This is an optimization exercise on Yosys and OpenROAD, whose aim is small area, not a production implementation. At most, simulation tests tie the RTL to the original design; equivalence was not proved. No activity file was given, so power comes from the tool's default toggle rates.

==> inputs of job 4275 <==
==> flow/design.v <==
package udp_tx_cfg_pkg;
    localparam int unsigned PAYLOAD_BYTES = 18;
    localparam int unsigned FRAME_BYTES = 60;
    localparam int unsigned PREAMBLE_NIBBLES = 16;
    localparam int unsigned FRAME_NIBBLES    = 2 * FRAME_BYTES;
    localparam int unsigned FCS_NIBBLES      = 8;
    localparam int unsigned GAP_NIBBLES      = 24;
    localparam int unsigned NIBBLE_DIVIDER = 4;
    typedef logic [6:0] nibble_idx_t;
    typedef logic [$clog2(NIBBLE_DIVIDER)-1:0] div_count_t;
    typedef enum logic [2:0] {
        PHASE_IDLE,
        PHASE_BUILD,
        PHASE_CHECKSUM,
        PHASE_PREAMBLE,
        PHASE_FRAME,
        PHASE_FCS,
        PHASE_GAP
    } tx_phase_e;
    typedef struct packed {
        logic [31:0] src_ip;
        logic [47:0] src_mac;
        logic [15:0] src_port;
        logic [31:0] dest_ip;
        logic [47:0] dest_mac;
        logic [15:0] dest_port;
    } udp_request_t;
    typedef struct packed {
        logic       en;
        logic       strobe;
        logic [3:0] d;
    } mii_tx_t;
endpackage
import udp_tx_cfg_pkg::*;
module udp_tx_top (
    input  logic                                       clk,
    input  logic                                       reset,
    input  logic                                       send,
    input  udp_tx_cfg_pkg::udp_request_t               request,
    input  logic [udp_tx_cfg_pkg::PAYLOAD_BYTES*8-1:0] payload,
    output logic                                       ready,
    output udp_tx_cfg_pkg::mii_tx_t                    tx
);
    localparam int RING = 336;
    logic [1:0] div;
    logic       tick;
    logic       busy;        
    logic       s1, s2;      
    logic       run;         
    logic [7:0] n;           
    logic [1:0] v;           
    logic [9:0] pos;
    assign pos = {n, div - 2'd1};
    logic accept;
    assign accept = send & ready;
    always_ff @(posedge clk) begin
        if (reset) begin
            div  <= '0;
            tick <= 1'b0;
        end else begin
            div  <= div + 2'd1;
            tick <= (div == 2'd3);
        end
    end
    always_ff @(posedge clk) begin
        if (reset) begin
            ready <= 1'b1;
            busy  <= 1'b0;
            s1    <= 1'b0;
            s2    <= 1'b0;
            run   <= 1'b0;
            n     <= '0;
        end else begin
            s1 <= accept;
            s2 <= s1;
            if (s2) begin
                run <= 1'b1;
            end
            if (run && tick) begin
                if (n == 8'd167) begin
                    run   <= 1'b0;
                    ready <= 1'b1;
                    busy  <= 1'b0;
                    n     <= '0;
                end else begin
                    n <= n + 8'd1;
                end
            end
            if (accept) begin
                ready <= 1'b0;
                busy  <= 1'b1;
            end
        end
    end
    always_ff @(posedge clk) begin
        if (ready) begin
            v <= div;
        end
    end
    logic [1:0] sel;
    assign sel = {v[1], ~v[0]};
    logic [479:0] fdata;
    assign fdata = {request.dest_mac, request.src_mac, 16'h0, 80'h0, 16'h0,
                    request.src_ip, request.dest_ip, request.src_port, request.dest_port,
                    32'h0, payload};
    logic [RING-1:0] ring;
    logic [RING-1:0] ring_in;
    for (genvar q = 0; q < RING; q++) begin : g_map
        localparam int TF = (q < 144) ? (479 - q) : (q < 240) ? (447 - q) : (335 - q);
        assign ring_in[q] = fdata[(59 - TF / 8) * 8 + TF % 8];
    end
    always_ff @(posedge clk) begin
        ring <= ~((ring_in | {RING{busy}}) & ({ring[RING-2:0], ring[RING-1]} | {RING{ready}}));
    end
    logic corr;
    assign corr = pos[0] ^ sel[0];
    logic tap_a, tap_b, tap_c;
    assign tap_a = ring[62 + sel] ^ corr;
    assign tap_b = ring[174 + sel] ^ corr;
    assign tap_c = ring[206 + sel] ^ corr;
    localparam logic [15:0] CSUM_INIT = 16'h4C44;
    logic [15:0] acc;
    logic        cy;
    logic        cs_init, cs_win, cs_d, cs_sum;
    assign cs_init = (pos < 10'd160);
    assign cs_win  = (pos >= 10'd160) && (pos < 10'd224);
    assign cs_d    = cs_win & tap_a;
    assign cs_sum  = acc[0] ^ cs_d ^ cy;
    always_ff @(posedge clk) begin
        acc[14:0] <= acc[15:1];
        if (cs_init) begin
            acc[15] <= CSUM_INIT[pos[3:0]];
            cy      <= 1'b0;
        end else begin
            acc[15] <= cs_sum;
            cy      <= (acc[0] & cs_d) | (acc[0] & cy) | (cs_d & cy);
        end
    end
    logic [8:0] tf;
    assign tf = 9'(pos - 10'd64);
    logic [7:0] kbyte;
    always_comb begin
        case (tf[8:3])
            6'd12:   kbyte = 8'h08;
            6'd14:   kbyte = 8'h45;
            6'd15:   kbyte = 8'h0C;
            6'd17:   kbyte = 8'h2E;
            6'd22:   kbyte = 8'hFF;
            6'd23:   kbyte = 8'h11;
            6'd39:   kbyte = 8'h1A;
            default: kbyte = 8'h00;
        endcase
    end
    logic [31:0] crc;
    logic        s;
    always_comb begin
        if (pos < 10'd64) begin
            s = ~pos[0] | (pos[5:0] == 6'd63);
        end else if (pos < 10'd160) begin
            s = tap_a;
        end else if (pos < 10'd256) begin
            s = kbyte[tf[2:0]];
        end else if (pos < 10'd272) begin
            s = ~acc[0];
        end else if (pos < 10'd368) begin
            s = tap_b;
        end else if (pos < 10'd400) begin
            s = kbyte[tf[2:0]];
        end else if (pos < 10'd544) begin
            s = tap_c;
        end else begin
            s = ~crc[0];
        end
    end
    localparam logic [31:0] POLY = 32'hEDB88320;
    logic in_frame, fb;
    assign in_frame = (pos >= 10'd64) && (pos < 10'd544);
    assign fb       = crc[0] ^ s;
    always_ff @(posedge clk) begin
        for (int i = 0; i < 31; i++) begin
            crc[i] <= crc[i+1] ^ (POLY[i] & in_frame & fb);
        end
        crc[31] <= in_frame ? fb : 1'b1;
    end
    logic [2:0] col;
    logic       sending;
    assign sending = run && (n < 8'd144);
    always_ff @(posedge clk) begin
        col <= {s, col[2:1]};
    end
    always_ff @(posedge clk) begin
        if (reset) begin
            tx <= '0;
        end else begin
            tx.strobe <= tick && sending;
            if (tick) begin
                tx.en <= sending;
                tx.d  <= sending ? {s, col} : 4'h0;
            end
        end
    end
endmodule
==> flow/flow/run.sh <==
#!/bin/bash
set -euo pipefail
export BUFFER_PORTS_ARGS="-buffer_cell sky130_fd_sc_hd__buf_1"
export CTS_ARGS="-sink_clustering_enable -repair_clock_nets -dont_use_dummy_load"
bash standard.sh > flow_make.log 2>&1
==> flow/standard.sh <==
#!/bin/bash
# synth_recipe.tcl (not shown) runs the flow's synth.tcl, then flattens the netlist and writes it again
# the make line also repeats each setting of config.mk as NAME=value (left out here)
make -C /OpenROAD-flow-scripts/flow DESIGN_CONFIG=/design/flow/config.mk WORK_HOME=/design/flow/orfs CLKGATE_MAP_FILE= SYNTH_SCRIPT=/design/flow/synth_recipe.tcl "${@:-finish}"
==> flow/config.mk <==
export PLATFORM = sky130hd
export DESIGN_NAME = udp_tx_top
export DESIGN_NICKNAME = udp_tx_top
export VERILOG_FILES = /design/flow/design.v
export SDC_FILE = /design/flow/constraint.sdc
export NUM_CORES = 4
export LEC_CHECK = 0
export CAP_MARGIN = 20
export CORE_MARGIN = 2
export CORE_UTILIZATION = 40
export SLEW_MARGIN = 20
==> flow/constraint.sdc <==
create_clock -name core_clock -period 10.0 [get_ports {clk}]
set_input_delay 2.0000 -clock core_clock [delete_from_list [all_inputs] [get_ports {clk}]]
set_output_delay 2.0000 -clock core_clock [all_outputs]
set_load 0.01 [all_outputs]
==> job 7765 (differences from job 4275) <==
--- a/flow/design.v
+++ b/flow/design.v
@@ -45,6 +45,3 @@
     logic [1:0] div;
-    logic       tick;
     logic       busy;        
-    logic       s1, s2;      
-    logic       run;         
     logic [7:0] n;           
@@ -52,13 +49,21 @@
     logic [9:0] pos;
-    assign pos = {n, div - 2'd1};
+    assign pos = {n, div[1] ~^ div[0], ~div[0]};
     logic accept;
     assign accept = send & ready;
+    logic tick;
+    assign tick = (div == 2'd0);
+    logic [7:0] n_step;
+    assign n_step[0] = n[0] ^ tick;
+    for (genvar i = 1; i < 8; i++) begin : g_inc
+        assign n_step[i] = n[i] ^ (tick & (&n[i-1:0]));
+    end
     always_ff @(posedge clk) begin
         if (reset) begin
-            div  <= '0;
-            tick <= 1'b0;
+            div <= '0;
         end else begin
-            div  <= div + 2'd1;
-            tick <= (div == 2'd3);
-        end
+            div <= {div[1] ^ div[0], ~div[0]};
+        end
+    end
+    always_ff @(posedge clk) begin
+        n <= accept ? {8{div[1]}} : n_step;
     end
@@ -68,26 +73,8 @@
             busy  <= 1'b0;
-            s1    <= 1'b0;
-            s2    <= 1'b0;
-            run   <= 1'b0;
-            n     <= '0;
-        end else begin
-            s1 <= accept;
-            s2 <= s1;
-            if (s2) begin
-                run <= 1'b1;
-            end
-            if (run && tick) begin
-                if (n == 8'd167) begin
-                    run   <= 1'b0;
-                    ready <= 1'b1;
-                    busy  <= 1'b0;
-                    n     <= '0;
-                end else begin
-                    n <= n + 8'd1;
-                end
-            end
-            if (accept) begin
-                ready <= 1'b0;
-                busy  <= 1'b1;
-            end
+        end else if (accept) begin
+            ready <= 1'b0;
+            busy  <= 1'b1;
+        end else if (busy && tick && n == 8'd167) begin
+            ready <= 1'b1;
+            busy  <= 1'b0;
         end
@@ -111,4 +98,13 @@
     end
-    always_ff @(posedge clk) begin
-        ring <= ~((ring_in | {RING{busy}}) & ({ring[RING-2:0], ring[RING-1]} | {RING{ready}}));
+    localparam int CS_W = 146;
+    logic [RING-1:0] ring_prev;
+    logic            cs_wr, cs_sum;
+    always_comb begin
+        ring_prev = {ring[RING-2:0], ring[RING-1]};
+        if (cs_wr) begin
+            ring_prev[CS_W] = cs_sum;
+        end
+    end
+    always_ff @(posedge clk) begin
+        ring <= ~((ring_in | {RING{busy}}) & (ring_prev | {RING{ready}}));
     end
@@ -121,31 +117,30 @@
     localparam logic [15:0] CSUM_INIT = 16'h4C44;
-    logic [15:0] acc;
-    logic        cy;
-    logic        cs_init, cs_win, cs_d, cs_sum;
-    assign cs_init = (pos < 10'd160);
-    assign cs_win  = (pos >= 10'd160) && (pos < 10'd224);
-    assign cs_d    = cs_win & tap_a;
-    assign cs_sum  = acc[0] ^ cs_d ^ cy;
-    always_ff @(posedge clk) begin
-        acc[14:0] <= acc[15:1];
+    logic cy;
+    logic cs_init, cs_first, cs_win, cs_d, cs_a;
+    assign cs_init  = (pos < 10'd160);
+    assign cs_first = (pos < 10'd176);
+    assign cs_win   = (pos < 10'd224);
+    assign cs_wr    = !cs_init && (pos < 10'd240);
+    assign cs_d     = cs_win & tap_a;
+    assign cs_a     = cs_first ? CSUM_INIT[pos[3:0]] : ring[CS_W + 15];
+    assign cs_sum   = cs_a ^ cs_d ^ cy;
+    always_ff @(posedge clk) begin
         if (cs_init) begin
-            acc[15] <= CSUM_INIT[pos[3:0]];
-            cy      <= 1'b0;
+            cy <= 1'b0;
         end else begin
-            acc[15] <= cs_sum;
-            cy      <= (acc[0] & cs_d) | (acc[0] & cy) | (cs_d & cy);
-        end
-    end
-    logic [8:0] tf;
-    assign tf = 9'(pos - 10'd64);
+            cy <= (cs_a & cs_d) | (cs_a & cy) | (cs_d & cy);
+        end
+    end
+    logic cs_out;
+    assign cs_out = ring[CS_W + 31];
     logic [7:0] kbyte;
     always_comb begin
-        case (tf[8:3])
-            6'd12:   kbyte = 8'h08;
-            6'd14:   kbyte = 8'h45;
-            6'd15:   kbyte = 8'h0C;
-            6'd17:   kbyte = 8'h2E;
-            6'd22:   kbyte = 8'hFF;
-            6'd23:   kbyte = 8'h11;
-            6'd39:   kbyte = 8'h1A;
+        case (pos[9:3])
+            7'd20:   kbyte = 8'h08;
+            7'd22:   kbyte = 8'h45;
+            7'd23:   kbyte = 8'h0C;
+            7'd25:   kbyte = 8'h2E;
+            7'd30:   kbyte = 8'hFF;
+            7'd31:   kbyte = 8'h11;
+            7'd47:   kbyte = 8'h1A;
             default: kbyte = 8'h00;
@@ -156,3 +151,3 @@
     always_comb begin
-        if (pos < 10'd64) begin
+        if (ready || pos < 10'd64) begin
             s = ~pos[0] | (pos[5:0] == 6'd63);
@@ -161,5 +156,5 @@
         end else if (pos < 10'd256) begin
-            s = kbyte[tf[2:0]];
+            s = kbyte[pos[2:0]];
         end else if (pos < 10'd272) begin
-            s = ~acc[0];
+            s = ~cs_out;
         end else if (pos < 10'd368) begin
@@ -167,3 +162,3 @@
         end else if (pos < 10'd400) begin
-            s = kbyte[tf[2:0]];
+            s = kbyte[pos[2:0]];
         end else if (pos < 10'd544) begin
@@ -186,3 +181,3 @@
     logic       sending;
-    assign sending = run && (n < 8'd144);
+    assign sending = busy && (n < 8'd144);
     always_ff @(posedge clk) begin
@@ -190,13 +185,16 @@
     end
+    logic en_q;
+    logic [3:0] d_q;
     always_ff @(posedge clk) begin
         if (reset) begin
-            tx <= '0;
-        end else begin
-            tx.strobe <= tick && sending;
-            if (tick) begin
-                tx.en <= sending;
-                tx.d  <= sending ? {s, col} : 4'h0;
-            end
-        end
-    end
+            en_q <= 1'b0;
+            d_q  <= '0;
+        end else if (tick) begin
+            en_q <= sending;
+            d_q  <= sending ? {s, col} : 4'h0;
+        end
+    end
+    assign tx.en     = en_q;
+    assign tx.strobe = en_q && (div == 2'd1);
+    assign tx.d      = d_q;
 endmodule
==> flow/flow/run.sh (replaced) <==
#!/bin/bash
# The standard layout (standard.sh) with three changes:
#  - synthesis is the standard flow's script, but ABC maps with flow/area.abc for area
#  - the port buffers are buf_1 cells
#  - CTS uses clkbuf_4 cells and adds no dummy loads
# Each tool's full output is in orfs/logs; make's output is in flow_make.log.
set -euo pipefail
W=$(pwd)
export BUFFER_PORTS_ARGS="-buffer_cell sky130_fd_sc_hd__buf_1"
export CTS_ARGS="-sink_clustering_enable -repair_clock_nets -dont_use_dummy_load -buf_list sky130_fd_sc_hd__clkbuf_4 -sink_clustering_size 12 -sink_clustering_max_diameter 40"
export MY_ABC_SCRIPT="$W/flow/area.abc"
cat "$W/flow/abc_override.tcl" "$W/synth_recipe.tcl" > "$W/own_synth.tcl"
sed "s#SYNTH_SCRIPT=[^ ]*#SYNTH_SCRIPT=$W/own_synth.tcl#" "$W/standard.sh" > "$W/own_standard.sh"
grep -q "SYNTH_SCRIPT=$W/own_synth.tcl" "$W/own_standard.sh"
bash "$W/own_standard.sh" > flow_make.log 2>&1
==> flow/flow/abc_override.tcl (new file) <==
# Runs ABC with this flow's own mapping script (flow/area.abc) and no delay
# target in place of ORFS's; everything else in synthesis is the standard flow's.
proc abc {args} {
  set i [lsearch -exact $args -script]
  if { $i >= 0 } {
    set args [lreplace $args $i [expr {$i + 1}] -script $::env(MY_ABC_SCRIPT)]
  }
  set i [lsearch -exact $args -D]
  if { $i >= 0 } {
    set args [lreplace $args $i [expr {$i + 1}]]
  }
  yosys abc {*}$args
}
==> flow/flow/area.abc (new file) <==
strash; dc2; dc2; strash; &get -n; &dch -f; &nf -R 1000; &put; topo; dnsize
- ABC_AREA: default -> 0
- CORE_UTILIZATION: 40 -> 60
- GPL_TIMING_DRIVEN: default -> 0
==> job 7470 (differences from job 4275) <==
--- a/flow/design.v
+++ b/flow/design.v
@@ -111,4 +111,13 @@
     end
-    always_ff @(posedge clk) begin
-        ring <= ~((ring_in | {RING{busy}}) & ({ring[RING-2:0], ring[RING-1]} | {RING{ready}}));
+    localparam int CS_W = 146;
+    logic [RING-1:0] ring_prev;
+    logic            cs_wr, cs_sum;
+    always_comb begin
+        ring_prev = {ring[RING-2:0], ring[RING-1]};
+        if (cs_wr) begin
+            ring_prev[CS_W] = cs_sum;
+        end
+    end
+    always_ff @(posedge clk) begin
+        ring <= ~((ring_in | {RING{busy}}) & (ring_prev | {RING{ready}}));
     end
@@ -121,19 +130,20 @@
     localparam logic [15:0] CSUM_INIT = 16'h4C44;
-    logic [15:0] acc;
-    logic        cy;
-    logic        cs_init, cs_win, cs_d, cs_sum;
-    assign cs_init = (pos < 10'd160);
-    assign cs_win  = (pos >= 10'd160) && (pos < 10'd224);
-    assign cs_d    = cs_win & tap_a;
-    assign cs_sum  = acc[0] ^ cs_d ^ cy;
-    always_ff @(posedge clk) begin
-        acc[14:0] <= acc[15:1];
+    logic cy;
+    logic cs_init, cs_first, cs_win, cs_d, cs_a;
+    assign cs_init  = (pos < 10'd160);
+    assign cs_first = (pos < 10'd176);
+    assign cs_win   = (pos < 10'd224);
+    assign cs_wr    = !cs_init && (pos < 10'd240);
+    assign cs_d     = cs_win & tap_a;
+    assign cs_a     = cs_first ? CSUM_INIT[pos[3:0]] : ring[CS_W + 15];
+    assign cs_sum   = cs_a ^ cs_d ^ cy;
+    always_ff @(posedge clk) begin
         if (cs_init) begin
-            acc[15] <= CSUM_INIT[pos[3:0]];
-            cy      <= 1'b0;
-        end else begin
-            acc[15] <= cs_sum;
-            cy      <= (acc[0] & cs_d) | (acc[0] & cy) | (cs_d & cy);
-        end
-    end
+            cy <= 1'b0;
+        end else begin
+            cy <= (cs_a & cs_d) | (cs_a & cy) | (cs_d & cy);
+        end
+    end
+    logic cs_out;
+    assign cs_out = ring[CS_W + 31];
     logic [8:0] tf;
@@ -163,3 +173,3 @@
         end else if (pos < 10'd272) begin
-            s = ~acc[0];
+            s = ~cs_out;
         end else if (pos < 10'd368) begin
==> flow/flow/run.sh (replaced) <==
#!/bin/bash
set -euo pipefail
export BUFFER_PORTS_ARGS="-buffer_cell sky130_fd_sc_hd__buf_1"
export CTS_ARGS="-sink_clustering_enable -repair_clock_nets -dont_use_dummy_load -buf_list sky130_fd_sc_hd__clkbuf_4 -sink_clustering_size 10 -sink_clustering_max_diameter 40"
bash standard.sh > flow_make.log 2>&1
- ABC_AREA: default -> 1
==> qor summary <==
| metric | job 4275 | job 7470 | job 7765 |
|---|---|---|---|
| Power consumed by sequential cells | 1.95 mW | 1.86 mW | 1.91 mW |
| Fraction of final layout cells sized beyond drive strength 1 | 4.832% | 6.491% | 4.448% |
| Master cell of the clock root buffer | sky130_fd_sc_hd__clkbuf_16 | sky130_fd_sc_hd__clkbuf_4 | sky130_fd_sc_hd__clkbuf_4 |
| Skew final | 0.03917 ns | 0.08738 ns | 0.05170 ns |
| Multiplexer share of the synthesized area | 0.7252% | 0% | 1.000% |
| CP Buf/Inv Count | 1 | 1 | 2 |
| Initial DRC count | 687 | 375 | 407 |
| Area of the multi-input gates | 4242 um^2 | 3246 um^2 | 3000 um^2 |
| Worst reg-to-reg path cell count | 9 | 3 | 13 |
| Cell count after placement | 1,888 | 1,736 | 1,447 |
| Total leakage power | 5.716 nW | 5.226 nW | 4.757 nW |
| Post-Synthesis Mean Instance Area | 10.88 um^2 | 10.82 um^2 | 12.58 um^2 |
| Required time of the critical path | 10.36 ns | 8.00 ns | 8.00 ns |
| Initial antenna violation count | 2 | 3 | 4 |
| Number of sinks on the clock net | 412 | 396 | 391 |
| Outcome | no timing/DRC/antenna violations | no timing/DRC/antenna violations | no timing/DRC/antenna violations |
| FF+latch count, synth | 412 | 396 | 391 |
| Die area | 34,250 um^2 | 30,710 um^2 | 19,230 um^2 |
| Post-synthesis instance area | 13,110 um^2 | 11,730 um^2 | 10,880 um^2 |
The RTL of job 4275 was laid out without a check of its function.

[afterwards: timing with drivers on the ports]
Ports are ideal in the flow. The routed layouts listed here were re-timed in OpenROAD. Step 1: set_driving_cell puts a clkbuf_16 on clk and a buf_2 on each other input, an assumption about the parent block. Step 2 times the ports against the registers' clock, not the clock port: input delays grow and output delays shrink by t, the midpoint of the rising clock arrivals with the driver on. a / b / c = no drivers / after step 1 / after step 2; a / b = the first two.
| run | t, ns | setup WS [ns] | pins driven straight from the clock port |
|---|---|---|---|
| job 4275 | 0.559 | 6.174 / 6.174 / 6.174 | 1 |
| job 7765 | 0.696 | 6.027 / 5.988 / 6.333 | 1 |
| job 7470 | 0.676 | 6.582 / 6.541 / 6.771 | 1 |
After both steps every run listed still meets setup and hold.
